Source: an optimization exercise on an open RTL-to-GDS flow (aim: small area, a short achievable clock period and few clock cycles). Production flows keep margins and buffers that such runs may drop.
In this exercise RTL edits were held to simulation tests only and were not proved equivalent to the original.

Setup of nickel:
## postfix_stack_evaluator_core
module postfix_stack_evaluator_core #(
  parameter int STACK_DEPTH = pse_pkg::STACK_DEPTH_DEF
) (
  input  logic                          clk,
  input  logic                          rst,
  input  logic                          s_tvalid,
  output logic                          s_tready,
  input  logic [pse_pkg::S_DATA_W-1:0]  s_tdata,    
  input  logic                          s_tlast,    
  output logic                          m_tvalid,
  input  logic                          m_tready,
  output logic [pse_pkg::M_DATA_W-1:0]  m_tdata,    
  output logic                          m_tlast     
);
Size: ~14000 cells after synthesis, about 80 I/O pins, about 0.22 sq mm of cells after synthesis.
clock: 7.0 ns
lec_check: 0
cap_margin: 20
core_margin: 2
core_utilization: 60
cts_buf_list: sky130_fd_sc_hd__clkbuf_8
setup_slack_margin: 2.4
slew_margin: 20
synth_memory_max_bits: 8192
run.sh (not shown) runs the stock make flow with config.mk's settings and CLKGATE_MAP_FILE= SYNTH_SCRIPT=/design/flow/synth_recipe.tcl, a recipe that flattens the netlist after the stock synthesis.
Testbench counts of nickel, summed over its fixed seeds: cycles 19,624.
diff inputs: nickel => cedar
Settings: swapping 60 for 55 in CORE_UTILIZATION; putting TNS_END_PERCENT at 30 where nothing was set; swapping 2.4 for 2.6 in SETUP_SLACK_MARGIN.
==> summary.txt <==
- The final report for cedar shows a completed flow and a layout that fails verification, specifically antenna rules.
- Slowest cell on the critical path: edfxtp_1 -> cedar, or4_4 -> nickel
- Post-route cell area is lower on nickel
- cedar vs. nickel: CTS buffer count went up by 6.
- cedar vs. nickel: met2 usage lost 5.4 points; post-route minimum period went down 0.033 ns; clock-buffer cell count higher; number of fill cells in the layout picked up an extra 4523.


north:
postfix_stack_evaluator_core again, from the RTL that the note above started with.
==> flow/config.mk <==
export PLATFORM = sky130hd
export DESIGN_NAME = postfix_stack_evaluator_core
export DESIGN_NICKNAME = postfix_stack_evaluator_core
export VERILOG_FILES = /design/flow/design.v
export SDC_FILE = /design/flow/constraint.sdc
export NUM_CORES = 4
export LEC_CHECK = 0
export CAP_MARGIN = 20
export CORE_MARGIN = 2
export CORE_UTILIZATION = 58
export CTS_BUF_LIST = sky130_fd_sc_hd__clkbuf_8
export SETUP_SLACK_MARGIN = 2.4
export SLEW_MARGIN = 20
export SYNTH_MEMORY_MAX_BITS = 8192
==> flow/constraint.sdc <==
create_clock -name core_clock -period 7.0 [get_ports {clk}]
set_input_delay 1.4000 -clock core_clock [delete_from_list [all_inputs] [get_ports {clk}]]
set_output_delay 1.4000 -clock core_clock [all_outputs]
set_load 0.01 [all_outputs]
Testbench counts of north, summed over its fixed seeds: cycles 19,624.
Modified inputs, middle compared to north
Settings: CORE_UTILIZATION: 58 -> 55; SETUP_SLACK_MARGIN: 2.4 -> 2.6.
### Flow results
Run comparison: north last element of the critical path d_r[9]$_DFFE_PP_; middle last element of the critical path tos[24]$_DFFE_PN_. Diff north -> middle: sequential share of layout area -1.1 points. Cmp north and middle / horizontal extent of the die / higher: middle. [compare] base=north new=middle: final weighted congestion in routability-driven placement moved down; clock latency of the later-clocked register in the worst-skew pair level. Status: via count parity (middle, north). From north to middle, cell depth of the worst setup path did not move at all. The final critical-path required period of middle is higher than that of north. Diff north and middle: die height higher in middle. Side by side, area growth from synthesis to final layout turned out higher in middle than in north.


Another version of the RTL of postfix_stack_evaluator_core (not shown whole).
For scale: ~14000 cells after synthesis, ~80 I/O pins, roughly 220000 um^2 of cells after synthesis.
Settings: LEC_CHECK=0, CAP_MARGIN=20, CORE_MARGIN=2, CORE_UTILIZATION=55, CTS_BUF_LIST=sky130_fd_sc_hd__clkbuf_8, SETUP_SLACK_MARGIN=3.0, SLEW_MARGIN=20, SYNTH_MEMORY_MAX_BITS=8192; clock period 7.0 ns.
The starting point completed without violations.
Testbench counts at the start, summed over its fixed seeds: cycles 19,624.
==> next run, changes <==
SETUP_SLACK_MARGIN = 2.0   (was 3.0)
Result: First-iteration DRC count fell by a little under a tenth; routed wire length fell by a few percent; die area stays the same; hold slack gets better by 0.016 ns; flip-flop and latch count is unchanged; non-clock buffer count fell by 740; synthesized cell count stays the same; cell count fell by a few percent; via count fell by a few percent; clock-buffer cell count fell by 15; cell area fell by a few percent.
==> next run, changes <==
SETUP_SLACK_MARGIN = 2.6   (was 2.0)
The new run passed the timing, DRC and antenna checks.
Setup slack gains 0.23 ns.
Die area is unchanged.
Design area goes up by 4.3%.
Register-to-register slack improved by 0.23 ns.
Via count came out higher by 3.2%.
Global-route usage increases by 1.2 points.
Utilization rises by 2.7 points.
Maximum frequency is higher by 4.9%.
Routed wire length grows by about 4%.
==> next run, changes <==
CORE_UTILIZATION = 65   (was 55)
SETUP_SLACK_MARGIN = 2.5   (was 2.6)
The new run finished with max-capacitance violations, max-slew violations left.
Worst hold slack gets worse by 0.064 ns.
Clock-buffer cell count decreases by 35.
Sequential cell count stays the same.
Cell area is lower by about 1.1%.

re-timing with driven ports:
The results above use ideal ports. As a check the final layouts listed here were re-extracted and re-timed, cells and wires unchanged. Step 1, drivers: a clkbuf_16 drives clk and a buf_2 each remaining input, both assumed. Step 2 moves the port delays by t, midway between the first and last clock arrival at a register: inputs arrive t later, outputs are due t later. That takes back most of the time a late clock gives input paths. Three values: ideal, step 1, step 2; two values: the first two.
run	t (ns)	setup WS [ns]	slew at the worst register clock pin (ns)
nickel	1.361	2.134 / 2.134 / 1.502	0.07 / 0.07
cedar	1.317	2.167 / 2.167 / 1.454	0.07 / 0.07
north	1.337	2.285 / 2.285 / 1.387	0.09 / 0.09
middle	1.373	2.260 / 2.260 / 1.516	0.07 / 0.07
the first run of note 3	1.337	2.185 / 2.185 / 1.646	0.09 / 0.09
the second run of note 3	1.324	1.965 / 1.965 / 1.293	0.08 / 0.08
the third run of note 3	1.359	2.200 / 2.200 / 1.557	0.08 / 0.08
the fourth run of note 3	1.369	1.995 / 1.995 / 1.576	0.09 / 0.09
The setup slack of north, which loses most, moves by 0.000 ns with the drivers and by -0.898 ns with both steps.
